From an optimization exercise on the open Yosys and OpenROAD flow, aimed at a short achievable clock period and few clock cycles; shortcuts taken in it are not production practice.
The RTL was checked by simulation tests, not by an equivalence proof against the original design.
No activity file was given, so power comes from the tool's default toggle rates.

<file path="flow/standard.sh">
#!/bin/bash
# synth_recipe.tcl (not shown) runs the flow's synth.tcl, then flattens the netlist and writes it again
# the make line also repeats each setting of config.mk as NAME=value (left out here)
make -C /OpenROAD-flow-scripts/flow DESIGN_CONFIG=/design/flow/config.mk WORK_HOME=/design/flow/orfs CLKGATE_MAP_FILE= SYNTH_SCRIPT=/design/flow/synth_recipe.tcl "${@:-finish}"
</file>
<file path="flow/design.v">
package phaseCpuPkg;
  typedef logic [9-1:0] word_t;      
  typedef logic [24-1:0] instr_t;    
  typedef logic signed [7:0] pc_t;             
  typedef logic [2:0] regAddr_t;               
  typedef logic [3:0] dataAddr_t;              
  typedef logic [6-1:0] phase_t;    
  typedef enum logic [3:0] {
    NOP  = 4'h0,
    LD   = 4'h1,    
    ADD  = 4'h2,
    SUB  = 4'h3,
    INC  = 4'h4,
    DEC  = 4'h5,
    COP  = 4'h6,    
    MUL  = 4'h7,
    AND  = 4'h8,
    XOR  = 4'h9,
    JUMP = 4'hA,    
    JZ   = 4'hB,    
    JG   = 4'hC,
    JL   = 4'hD
  } opcode_t;
  typedef struct packed {
    logic z;    
    logic l;    
    logic g;    
  } flags_t;
endpackage
`timescale 1ns/1ps
module wordExpand (
  input  logic [24-1:0] c,
  output logic [40-1:0] w
);
  logic [3:0] op;
  logic       rd, wb, dw, isAlu, port;
  assign op    = c[0 +: 4];
  assign rd    = c[16];
  assign wb    = c[15];
  assign dw    = c[14];
  assign isAlu = c[22];
  assign port  = (c[10 +: 4] == 4'hF);
  always_comb
  begin
    for (int k = 0; k < 8; k++)
      w[0 + k] = (op == 4'(k + 2));
    w[8 + 0]    = (op == 4'hA);
    w[8 + 1]    = (op == 4'hB);
    w[8 + 2]    = (op == 4'hC);
    w[8 + 3]    = (op == 4'hD);
    w[12 +: 3]   = c[4 +: 3];
    w[15 +: 3]   = c[7 +: 3];
    w[18 +: 4]   = c[10 +: 4];
    w[22]       = dw;
    w[23]       = wb;
    w[24]       = rd;
    w[25 +: 5] = c[17 +: 5];
    w[30]    = isAlu;
    w[31]    = !rd && !port;
    w[32]    = !rd && port;
    w[33]    = rd && port;
    w[34]    = dw && isAlu && wb;
    w[35]     = c[23];
    w[36]    = isAlu;              
    w[37]    = isAlu || !rd;
    w[38]    = dw && !isAlu && wb;
    w[39]       = !rd;
  end
endmodule
module pairCheck (
  input  logic [40-1:0] w0,
  input  logic [40-1:0] w1,
  output logic           ok
);
  assign ok = !w0[35] && !w1[35] &&
              !(w0[30] && w1[30]) &&
              !(w0[32] && w1[32]) &&
              !(w0[23] && ((w1[36] && w1[12 +: 3] == w0[12 +: 3]) ||
                              (w1[37] && w1[15 +: 3] == w0[12 +: 3]))) &&
              !(w0[30] && w1[38]) &&
              !(w0[0 + 5] && w0[34] && w1[23] &&
                w1[12 +: 3] == w0[12 +: 3]);
endmodule
module bundleForm (
  input  logic [40-1:0] w0,
  input  logic [40-1:0] w1,
  input  logic [40-1:0] w2,
  input  logic           pair,      
  input  logic [31:0]    aOH,
  output logic           hasFb,     
  output logic           fbSel2,    
  output logic [7:0]     aluOH,     
  output logic           aluY,      
  output logic [13:0]    tk,        
  output logic [31:0]    fallOH,
  output logic [31:0]    tgtOH
);
  logic       fold1, fold2, afterAlu;
  logic [3:0] j;
  logic [4:0] tgt;
  assign fold1 = !w0[35] && w1[35];
  assign fold2  = pair && w2[35];
  assign hasFb  = fold1 || fold2;
  assign fbSel2 = fold2;
  assign j      = fold1 ? w1[8 +: 4] : (fold2 ? w2[8 +: 4] : w0[8 +: 4]);
  assign tgt    = fold1 ? w1[25 +: 5] : (fold2 ? w2[25 +: 5] : w0[25 +: 5]);
  assign fallOH = fold2 ? {aOH[28:0], aOH[31:29]} :
                  ((fold1 || pair) ? {aOH[29:0], aOH[31:30]} : {aOH[30:0], aOH[31]});
  assign aluY   = pair && w1[30];
  assign aluOH  = w0[30] ? w0[0 +: 8] : (aluY ? w1[0 +: 8] : 8'd0);
  assign afterAlu = hasFb && (w0[30] || aluY);
  always_comb
  begin
    tk[0] = j[0];
    tk[1] = j[1] && !afterAlu;
    tk[2] = j[2] && !afterAlu;
    tk[3] = j[3] && !afterAlu;
    tk[4] = j[2] && afterAlu;
    tk[5] = j[3] && afterAlu;
    for (int k = 0; k < 8; k++)
      tk[6 + k] = j[1] && afterAlu && aluOH[k];
    for (int k = 0; k < 32; k++)
      tgtOH[k] = (tgt == 5'(k));
  end
endmodule
module phaseCpu (
  input  logic              clk,
  input  logic              rst,
  input  logic              run,
  input  logic              progWrite,
  input  logic [4:0]        progAddr,
  input  logic [23:0]       progData,
  input  logic [8:0]        portIn,
  output logic [8:0]        portOut,
  output logic              portWrite
);
  logic [3:0]     inOp;
  logic           inJmpAny, inWb, inRd, inIsAlu;
  logic [24-1:0] inC;
  assign inOp     = progData[23:20];
  assign inJmpAny = (inOp == 4'hA) || (inOp == 4'hB) || (inOp == 4'hC) || (inOp == 4'hD);
  assign inWb     = inJmpAny ? 1'b0 : progData[6];
  assign inRd     = inJmpAny ? 1'b1 : progData[5];
  assign inIsAlu  = (inOp >= 4'h2) && (inOp <= 4'h9);
  always_comb
  begin
    inC[0 +: 4]  = inOp;
    inC[4 +: 3]   = progData[18:16];
    inC[7 +: 3]   = progData[14:12];
    inC[10 +: 4]   = progData[11:8];
    inC[14]       = progData[15];
    inC[15]       = inWb;
    inC[16]       = inRd;
    inC[17 +: 5] = progAddr + progData[16:12];
    inC[22]    = inIsAlu;
    inC[23]     = inJmpAny;
  end
  logic [24-1:0] pm [32];
  logic [40-1:0] pmx [32];      
  logic           qW;
  logic [4:0]     qA;
  logic [24-1:0] qD;
  always_ff @(posedge clk or posedge rst)
  begin
    if (rst)
      qW <= 1'b0;
    else
      qW <= progWrite && !run;
  end
  always_ff @(posedge clk)
  begin
    qA <= progAddr;
    qD <= inC;
    if (qW)
      pm[qA] <= qD;
  end
  logic [31:0] pairOk;
  logic [31:0] pairQ;
  for (genvar k = 0; k < 32; k++)
  begin : g_pair
    wordExpand i_exp (.c(pm[k]), .w(pmx[k]));
    pairCheck i_pair (.w0(pmx[k]), .w1(pmx[(k + 1) % 32]), .ok(pairOk[k]));
  end
  always_ff @(posedge clk)
  begin
    for (int k = 0; k < 32; k++)
      pairQ[k] <= pairOk[k] && !(qW && (qA == 5'(k) || qA == 5'(k + 1)));
  end
  logic           started;       
  logic [40-1:0] eX, eY;        
  logic [7:0]     eAluOH;        
  logic [13:0]    eTk;           
  logic           eHasFb;        
  logic           eFbPortR;      
  logic           eYSameX;       
  logic           eFSameX;       
  logic           eFSameY;       
  logic [31:0]    eFallOH;       
  logic [31:0]    eTgtOH;        
  logic [8:0]     opA, opB;      
  logic [8:0]     fAn, fBn;      
  logic [8:0]     sdX, sdY;      
  logic [8:0]     memX, memY, memF;    
  logic [8:0]     regs [8];
  logic [8:0]     mem  [15];
  logic [8:0]     res, dw;
  logic           fz, fl, fg;
  logic [8:0]     portInQ;
  logic [8:0] aluRes;
  logic [8:0] prod;
  logic       taken;
  logic       zNew, lNew, gNew;
  logic [9:0] az, bz;           
  logic [8:0] prodQ;            
  logic       pend;             
  logic       pendWr;
  logic [2:0] pendW;
  logic       fixA, fixB, fixSX, fixSY;    
  logic       adv;              
  logic       firstWait;        
  logic       eMul, eAnyAlu;
  logic [8:0] resEff;           
  assign prod    = 9'(opA * opB);
  assign eMul    = eAluOH[5];
  assign eAnyAlu = eX[30] || eY[30];
  assign adv     = run && !fixA && !fixB && !fixSX && !fixSY && (started || !firstWait);
  assign resEff  = pend ? prodQ : res;
  always_comb
  begin
    aluRes = '0;
    if (eAluOH[0]) aluRes = aluRes | (opA + opB);
    if (eAluOH[1]) aluRes = aluRes | (opA - opB);
    if (eAluOH[2]) aluRes = aluRes | (opA + 9'd1);
    if (eAluOH[3]) aluRes = aluRes | (opA - 9'd1);
    if (eAluOH[4]) aluRes = aluRes | opB;
    if (eAluOH[6]) aluRes = aluRes | (opA & opB);
    if (eAluOH[7]) aluRes = aluRes | (opA ^ opB);
  end
  logic [8:0]  fa, fb;
  assign fa = ~fAn;
  assign fb = ~fBn;
  logic [7:0]  zOp;             
  logic [15:0] cg0, cl0;        
  logic [7:0]  cg1, cl1;
  logic [3:0]  cg2, cl2;
  logic [1:0]  cg3, cl3;
  always_comb
  begin
    for (int i = 0; i <= 9; i++)
    begin
      az[i] = 1'b1;
      bz[i] = 1'b1;
      for (int j = 0; j < i; j++)
      begin
        az[i] = az[i] & !fa[j];
        bz[i] = bz[i] & !fb[j];
      end
    end
    zOp[0] = ((fa ^ fb) == {fa[7:0] | fb[7:0], 1'b0});
    zOp[1] = (fa == fb);
    zOp[2] = (fa == 9'h1FF);
    zOp[3] = (fa == 9'h001);
    zOp[4] = (fb == 9'h000);
    zOp[5] = 1'b0;
    for (int i = 0; i <= 9; i++)
      zOp[5] = zOp[5] | (az[i] & bz[9 - i]);
    zOp[6] = ((fa & fb) == 9'h000);
    zOp[7] = (fa == fb);
  end
  assign zNew = |(eAluOH & zOp);
  always_comb
  begin
    cg0 = '0;
    cl0 = '0;
    for (int i = 0; i < 8; i++)
    begin
      cg0[i] = fa[i] & !fb[i];
      cl0[i] = !fa[i] & fb[i];
    end
    cg0[8] = !fa[8] & fb[8];
    cl0[8] = fa[8] & !fb[8];
    for (int i = 0; i < 8; i++)
    begin
      cg1[i] = cg0[2*i+1] | (!cl0[2*i+1] & cg0[2*i]);
      cl1[i] = cl0[2*i+1] | (!cg0[2*i+1] & cl0[2*i]);
    end
    for (int i = 0; i < 4; i++)
    begin
      cg2[i] = cg1[2*i+1] | (!cl1[2*i+1] & cg1[2*i]);
      cl2[i] = cl1[2*i+1] | (!cg1[2*i+1] & cl1[2*i]);
    end
    for (int i = 0; i < 2; i++)
    begin
      cg3[i] = cg2[2*i+1] | (!cl2[2*i+1] & cg2[2*i]);
      cl3[i] = cl2[2*i+1] | (!cg2[2*i+1] & cl2[2*i]);
    end
  end
  assign gNew = cg3[1] | (!cl3[1] & cg3[0]);
  assign lNew = cl3[1] | (!cg3[1] & cl3[0]);
  assign taken = eTk[0] | (eTk[1] & fz) | (eTk[2] & fg) | (eTk[3] & fl) |
                 (eTk[4] & gNew) | (eTk[5] & lNew) | (|(eTk[13:6] & zOp));
  logic [8:0] dwAfterX, readY, dwAfterY, readF, dwNew;
  logic [8:0] wbEarlyX, wbEarlyY, wbX, wbY;
  logic       deferX, deferY;   
  assign dwAfterX = eX[24] ? (eX[33] ? portInQ : memX) : dw;
  assign readY    = eY[33] ? portInQ : (eYSameX ? sdX : memY);
  assign dwAfterY = eY[24] ? readY : dwAfterX;
  assign readF    = eFbPortR ? portInQ : (eFSameY ? sdY : (eFSameX ? sdX : memF));
  assign dwNew    = eHasFb ? readF : dwAfterY;
  assign wbEarlyX = eX[22] ? resEff : dwAfterX;
  assign wbEarlyY = eY[22] ? resEff : dwAfterY;
  assign wbX      = eX[34] ? aluRes : wbEarlyX;
  assign wbY      = eY[34] ? aluRes : wbEarlyY;
  assign deferX   = eMul && eX[34];
  assign deferY   = eMul && eY[34];
  always_ff @(posedge clk)
  begin
    if (adv)
    begin
      if (eAnyAlu)
      begin
        fz  <= zNew;
        fl  <= lNew;
        fg  <= gNew;
      end
      dw <= dwNew;
      for (int k = 0; k < 15; k++)
      begin
        if (eY[31] && eY[18 +: 4] == 4'(k))
          mem[k] <= sdY;
        else if (eX[31] && eX[18 +: 4] == 4'(k))
          mem[k] <= sdX;
      end
    end
  end
  always_ff @(posedge clk)
  begin
    if (adv && eAnyAlu && !eMul)
      res <= aluRes;
    else if (pend)
      res <= prodQ;
    for (int k = 0; k < 8; k++)
    begin
      if (adv && eY[23] && !deferY && eY[12 +: 3] == 3'(k))
        regs[k] <= wbY;
      else if (adv && eX[23] && !deferX && eX[12 +: 3] == 3'(k))
        regs[k] <= wbX;
      else if (pend && pendWr && pendW == 3'(k))
        regs[k] <= prodQ;
    end
  end
  always_ff @(posedge clk)
  begin
    if (adv && eMul)
      prodQ <= prod;
    if (adv)
    begin
      pend   <= eMul;
      pendWr <= eX[34] || eY[34];
      pendW  <= eX[30] ? eX[12 +: 3] : eY[12 +: 3];
    end
    else
      pend <= 1'b0;    
  end
  always_ff @(posedge clk)
  begin
    portInQ <= portIn;    
    portOut <= eY[32] ? sdY : sdX;
  end
  always_ff @(posedge clk or posedge rst)
  begin
    if (rst)
    begin
      portWrite <= 1'b0;
      started   <= 1'b0;
    end
    else
    begin
      portWrite <= adv && (eX[32] || eY[32]);
      started   <= started || adv;
    end
  end
  logic [31:0]    cOH    [2];
  logic [40-1:0] cw0    [2];
  logic [40-1:0] cw1    [2];
  logic [40-1:0] cw2    [2];
  logic [40-1:0] cY     [2];
  logic           cPair  [2];
  logic           cHasFb [2];
  logic           cSel2  [2];
  logic [7:0]     cAlu   [2];
  logic           cAluY  [2];
  logic [13:0]    cTk    [2];
  logic [31:0]    cFall  [2];
  logic [31:0]    cTgt   [2];
  logic [8:0]     cAE    [2];   
  logic [8:0]     cBE    [2];
  logic [8:0]     cSXE   [2];
  logic [8:0]     cSYE   [2];
  logic           cAL    [2];   
  logic           cBL    [2];
  logic           cSXL   [2];
  logic           cSYL   [2];
  logic           cFixA  [2];
  logic           cFixB  [2];
  logic           cFixSX [2];
  logic           cFixSY [2];
  logic [8:0]     cMX    [2];
  logic [8:0]     cMY    [2];
  logic [8:0]     cMF    [2];
  logic           cFbPR  [2];
  logic           cYSX   [2];
  logic           cFSX   [2];
  logic           cFSY   [2];
  logic [8:0] rvE [8];
  logic       rvL [8];
  logic [8:0] mv  [16];
  always_comb
  begin
    for (int k = 0; k < 8; k++)
    begin
      if (eY[23] && eY[12 +: 3] == 3'(k))
      begin
        rvE[k] = wbEarlyY;
        rvL[k] = eY[34];
      end
      else if (eX[23] && eX[12 +: 3] == 3'(k))
      begin
        rvE[k] = wbEarlyX;
        rvL[k] = eX[34];
      end
      else
      begin
        rvE[k] = (pend && pendWr && pendW == 3'(k)) ? prodQ : regs[k];
        rvL[k] = 1'b0;
      end
    end
    for (int k = 0; k < 15; k++)
    begin
      if (eY[31] && eY[18 +: 4] == 4'(k))
        mv[k] = sdY;
      else if (eX[31] && eX[18 +: 4] == 4'(k))
        mv[k] = sdX;
      else
        mv[k] = mem[k];
    end
    mv[15] = 9'd0;
  end
  logic [31:0] eFallOHn, eTgtOHn;
  logic [31:0] cOHn [2];
  assign cOH[0]  = eFallOH;
  assign cOH[1]  = eTgtOH;
  assign cOHn[0] = eFallOHn;
  assign cOHn[1] = eTgtOHn;
  for (genvar c = 0; c < 2; c++)
  begin : g_cand
    logic [31:0] oh1, oh2;
    logic [8:0]  vE [4];        
    logic        vL [4];
    logic [2:0]  q  [4];
    logic [3:0]  dX, dY, dZ, dF;
    logic [8:0]  mZ;
    logic        anyAlu;
    logic        pr;
    assign oh1 = ~{cOHn[c][30:0], cOHn[c][31]};
    assign oh2 = {cOH[c][29:0], cOH[c][31:30]};
    logic [24-1:0] r0, r1, r2;
    always_comb
    begin
      r0 = '0;
      r1 = '0;
      r2 = '0;
      for (int k = 0; k < 32; k++)
      begin
        r0 = r0 | (pm[k] & {24{cOH[c][k]}});
        r1 = r1 | (pm[k] & {24{oh1[k]}});
        r2 = r2 | (pm[k] & {24{oh2[k]}});
      end
    end
    wordExpand i_e0 (.c(r0), .w(cw0[c]));
    wordExpand i_e1 (.c(r1), .w(cw1[c]));
    wordExpand i_e2 (.c(r2), .w(cw2[c]));
    assign pr = |(pairQ & cOH[c]);
    bundleForm i_form (
      .w0(cw0[c]), .w1(cw1[c]), .w2(cw2[c]), .pair(pr), .aOH(cOH[c]), .hasFb(cHasFb[c]), .fbSel2(cSel2[c]), .aluOH(cAlu[c]),
      .aluY(cAluY[c]), .tk(cTk[c]), .fallOH(cFall[c]), .tgtOH(cTgt[c])
    );
    assign cPair[c] = pr;
    assign cY[c]    = cw1[c] & {40{pr}};
    assign q[0] = cw0[c][12 +: 3];
    assign q[1] = cw0[c][15 +: 3];
    assign q[2] = cw1[c][12 +: 3];
    assign q[3] = cw1[c][15 +: 3];
    for (genvar i = 0; i < 4; i++)
    begin : g_rd
      assign vE[i] = rvE[q[i]];
      assign vL[i] = rvL[q[i]];
    end
    assign anyAlu   = cw0[c][30] || cAluY[c];
    assign cAE[c]   = cw0[c][30] ? vE[0] : vE[2];
    assign cAL[c]   = cw0[c][30] ? vL[0] : vL[2];
    assign cBE[c]   = cw0[c][30] ? vE[1] : vE[3];
    assign cBL[c]   = cw0[c][30] ? vL[1] : vL[3];
    assign cSXE[c]  = vE[1];
    assign cSXL[c]  = vL[1];
    assign cSYE[c]  = vE[3];
    assign cSYL[c]  = vL[3];
    assign cFixA[c]  = eMul && cAL[c] && anyAlu;
    assign cFixB[c]  = eMul && cBL[c] && anyAlu;
    assign cFixSX[c] = eMul && cSXL[c] && cw0[c][39];
    assign cFixSY[c] = eMul && cSYL[c] && cY[c][39];
    assign dX = cw0[c][18 +: 4];
    assign dY = cw1[c][18 +: 4];
    assign dZ = cw2[c][18 +: 4];
    assign dF = cSel2[c] ? dZ : dY;
    assign cMX[c] = mv[dX];
    assign cMY[c] = mv[dY];
    assign mZ     = mv[dZ];
    assign cMF[c] = cSel2[c] ? mZ : cMY[c];
    assign cFbPR[c] = cSel2[c] ? cw2[c][33] : cw1[c][33];
    assign cYSX[c]  = cw0[c][31] && (dX == dY);
    assign cFSX[c]  = cw0[c][31] && (dX == dF);
    assign cFSY[c]  = cY[c][31] && (dY == dF);
  end
  logic [40-1:0] lw0, lw1, lw2, lY;
  logic           lPair, lHasFb, lSel2, lAluY;
  logic           dirty;
  logic [7:0]     lAlu;
  logic [13:0]    lTk;
  logic [31:0]    lFall, lTgt;
  logic [3:0]     ldF;
  assign lw0 = pmx[0];
  assign lw1 = pmx[1];
  assign lw2 = pmx[2];
  always_ff @(posedge clk)
  begin
    dirty <= qW && (qA <= 5'd2);
  end
  logic [31:0] qAOH;
  logic [31:0] firstWin;         
  always_comb
  begin
    for (int k = 0; k < 32; k++)
      qAOH[k] = (qA == 5'(k));
  end
  assign firstWin  = eFallOH | {eFallOH[30:0], eFallOH[31]} | {eFallOH[29:0], eFallOH[31:30]} |
                     eTgtOH | {eTgtOH[30:0], eTgtOH[31]} | {eTgtOH[29:0], eTgtOH[31:30]};
  assign firstWait = dirty || (qW && ((qA <= 5'd2) || |(qAOH & firstWin)));
  pairCheck i_pair0 (.w0(lw0), .w1(lw1), .ok(lPair));
  bundleForm i_form0 (
    .w0(lw0), .w1(lw1), .w2(lw2), .pair(lPair), .aOH(32'd1), .hasFb(lHasFb), .fbSel2(lSel2), .aluOH(lAlu),
    .aluY(lAluY), .tk(lTk), .fallOH(lFall), .tgtOH(lTgt)
  );
  assign lY  = lw1 & {40{lPair}};
  assign ldF = lSel2 ? lw2[18 +: 4] : lw1[18 +: 4];
  always_ff @(posedge clk)
  begin
    if (adv)
    begin
      eX       <= taken ? cw0[1] : cw0[0];
      eY       <= taken ? cY[1] : cY[0];
      eAluOH   <= taken ? cAlu[1] : cAlu[0];
      eTk      <= taken ? cTk[1] : cTk[0];
      eHasFb   <= taken ? cHasFb[1] : cHasFb[0];
      eFbPortR <= taken ? cFbPR[1] : cFbPR[0];
      eYSameX  <= taken ? cYSX[1] : cYSX[0];
      eFSameX  <= taken ? cFSX[1] : cFSX[0];
      eFSameY  <= taken ? cFSY[1] : cFSY[0];
      eFallOH  <= taken ? cFall[1] : cFall[0];
      eTgtOH   <= taken ? cTgt[1] : cTgt[0];
      eFallOHn <= ~(taken ? cFall[1] : cFall[0]);
      eTgtOHn  <= ~(taken ? cTgt[1] : cTgt[0]);
      opA      <= (taken ? cAL[1] : cAL[0]) ? aluRes : (taken ? cAE[1] : cAE[0]);
      opB      <= (taken ? cBL[1] : cBL[0]) ? aluRes : (taken ? cBE[1] : cBE[0]);
      fAn      <= ~((taken ? cAL[1] : cAL[0]) ? aluRes : (taken ? cAE[1] : cAE[0]));
      fBn      <= ~((taken ? cBL[1] : cBL[0]) ? aluRes : (taken ? cBE[1] : cBE[0]));
      sdX      <= (taken ? cSXL[1] : cSXL[0]) ? aluRes : (taken ? cSXE[1] : cSXE[0]);
      sdY      <= (taken ? cSYL[1] : cSYL[0]) ? aluRes : (taken ? cSYE[1] : cSYE[0]);
      fixA     <= taken ? cFixA[1] : cFixA[0];
      fixB     <= taken ? cFixB[1] : cFixB[0];
      fixSX    <= taken ? cFixSX[1] : cFixSX[0];
      fixSY    <= taken ? cFixSY[1] : cFixSY[0];
      memX     <= taken ? cMX[1] : cMX[0];
      memY     <= taken ? cMY[1] : cMY[0];
      memF     <= taken ? cMF[1] : cMF[0];
    end
    else
    begin
      if (fixA)
      begin
        opA <= prodQ;
        fAn <= ~prodQ;
      end
      if (fixB)
      begin
        opB <= prodQ;
        fBn <= ~prodQ;
      end
      if (fixSX)
        sdX <= prodQ;
      if (fixSY)
        sdY <= prodQ;
      fixA  <= 1'b0;
      fixB  <= 1'b0;
      fixSX <= 1'b0;
      fixSY <= 1'b0;
    end
    if (!adv && !started)
    begin
      eX       <= lw0;
      eY       <= lY;
      eAluOH   <= lAlu;
      eTk      <= lTk;
      eHasFb   <= lHasFb;
      eFbPortR <= lSel2 ? lw2[33] : lw1[33];
      eYSameX  <= lw0[31] && (lw0[18 +: 4] == lw1[18 +: 4]);
      eFSameX  <= lw0[31] && (lw0[18 +: 4] == ldF);
      eFSameY  <= lY[31] && (lw1[18 +: 4] == ldF);
      eFallOH  <= lFall;
      eTgtOH   <= lTgt;
      eFallOHn <= ~lFall;
      eTgtOHn  <= ~lTgt;
    end
  end
endmodule
</file>
<file path="flow/constraint.sdc">
create_clock -name core_clock -period 10.0 [get_ports {clk}]
set_input_delay 2.0000 -clock core_clock [delete_from_list [all_inputs] [get_ports {clk}]]
set_output_delay 2.0000 -clock core_clock [all_outputs]
set_load 0.01 [all_outputs]
</file>
<file path="flow/config.mk">
export PLATFORM = sky130hd
export DESIGN_NAME = phaseCpu
export DESIGN_NICKNAME = phaseCpu
export VERILOG_FILES = /design/flow/design.v
export SDC_FILE = /design/flow/constraint.sdc
export NUM_CORES = 4
export LEC_CHECK = 0
export CAP_MARGIN = 20
export CORE_MARGIN = 2
export CORE_UTILIZATION = 30
export SLEW_MARGIN = 20
</file>
<file path="flow/flow/run.sh">
#!/bin/bash
set -euo pipefail
bash standard.sh SETUP_SLACK_MARGIN=6.5 finish > standard_flow.log 2>&1
</file>
==> summary.txt <==
* First error: [ERROR GRT-0232] Routing congestion too high. Check the congestion heatmap in the GUI.
* Post-synth cell types at 121
* I/O pins at 52
* Multiplexer area fraction after synthesis at 0.0427
* RePlAce Congestion at 1.20
* Pre-CTS setup slack at 3660 ps
* Placed Area at 110000 µm²
* Die Span X at 587 µm
* Compound-Gate Fraction of Synth Area at 0.290
* Post-synthesis adder-cell area fraction at 0.0133
* Root Buffer: clkbuf_16
* Sink Count at approximately 1400
* Post-synth top area cell: edfxtp_1
* Mapped Area at 102000 µm²
* Placed Cells incl. Taps at around 16000
* Cells after Synth at 11400
* YS warnings at 82
* Number of core rows at roughly 210
* Number of buffers created by CTS at 172
* Largest cells by area after synthesis: edfxtp_1 35%, a22oi_1 9.6%, o22ai_1 4.5%
* XOR/XNOR share of the synthesized area at 0.0232
* Mean Syn Cell Area at 8.91 µm²
* Port Buffers at 44
* Largest net degree at the start of global routing at 93
* EDFF count, synth at 1194
* Register area share after synthesis at 0.386
* Simple-Gate Fraction of Synth Area at 0.167
* Hold buffer count at CTS at 0
* Outcome: did not finish
* Die Height at 587 µm
* Clock Tree Buf Depth at 4
* Final HPWL DP at roughly 620000 µm
* Mapped Nets at 11600
* Total global-route track usage at 0.592
* Primary FF master, synth: edfxtp_1
* Failed at: global routing (5_1_grt)
* Overflow after GRT at 1
* H-tree levels at 4
* Largest family of logic cells by synthesized area: compound AO/OA/AOI/OAI gates
* Synth Register Bits at about 1400
* Share of Yosys cell area claimed by the top area cell type at 0.352
* FFs w/ async S/R, synth at 0.00220
* Initial core utilization at 0.302
cell families after synthesis:
family          count (synthesis)
compound gates               4117
mux                           421
xor+xnor                      270
fa+ha+maj                      96
buf+inv                      1938
simple gates                 3219
flops                        1363
synth_stat cells, types with 210 or more instances:
| cell | instances |
|---|---|
| inv_1 | 855 |
| o21ai_0 | 308 |
| a21oi_1 | 361 |
| edfxtp_1 | 1194 |
| a221oi_1 | 210 |
| nand3_1 | 372 |
| nand2_1 | 623 |
| buf_2 | 351 |
| nor2_1 | 626 |
| clkbuf_1 | 527 |
| a22oi_1 | 1306 |
| o22ai_1 | 727 |
| nand4_1 | 466 |
| mux2i_1 | 343 |
| nor4_1 | 226 |
| xnor2_1 | 233 |
worst min-delay path by stage:
stage	start	endpoint	slack [ps]	cells after the start
after CTS	res[5]$_DFF_P_	res[5]$_DFF_P_	540	2
after detailed placement	res[5]$_DFF_P_	res[5]$_DFF_P_	530	2
after global placement	res[5]$_DFF_P_	res[5]$_DFF_P_	510	2
after floorplan	eX[32]$_DFFE_PP_	portWrite$_DFF_PP0_	440	2
power by group through the flow:
stage	logic, mW	registers [mW]	clock network, mW
after CTS	28.7	8.50	6.71
after detailed placement	21.2	9.16	0
after global placement	21.3	9.14	0
after floorplan	10.9	8.16	0
repair_timing:
| item | in CTS |
|---|---|
| gates cloned | 141 |
| pin swaps | 484 |
| gates resized for setup | 2293 |
| buffers inserted | 1211 |
| setup endpoints to repair | 1067 |
metrics by stage:
stage          hold WS [ps]  power, mW  utilization
2_1_floorplan           437       19.1            -
3_3_place_gp            510       30.4        0.327
3_5_place_dp            525       30.3        0.327
4_1_cts                 536       43.9        0.415
layer usage:
| metal | global-route usage | GRT overflow |
|---|---|---|
| met1 | 0.613 | 0 |
| met2 | 0.712 | 0 |
| met3 | 0.462 | 1 |
| met4 | 0.570 | 0 |
| met5 | 0.253 | 0 |
Testbench counts, summed over its fixed seeds: cycles 29,880.
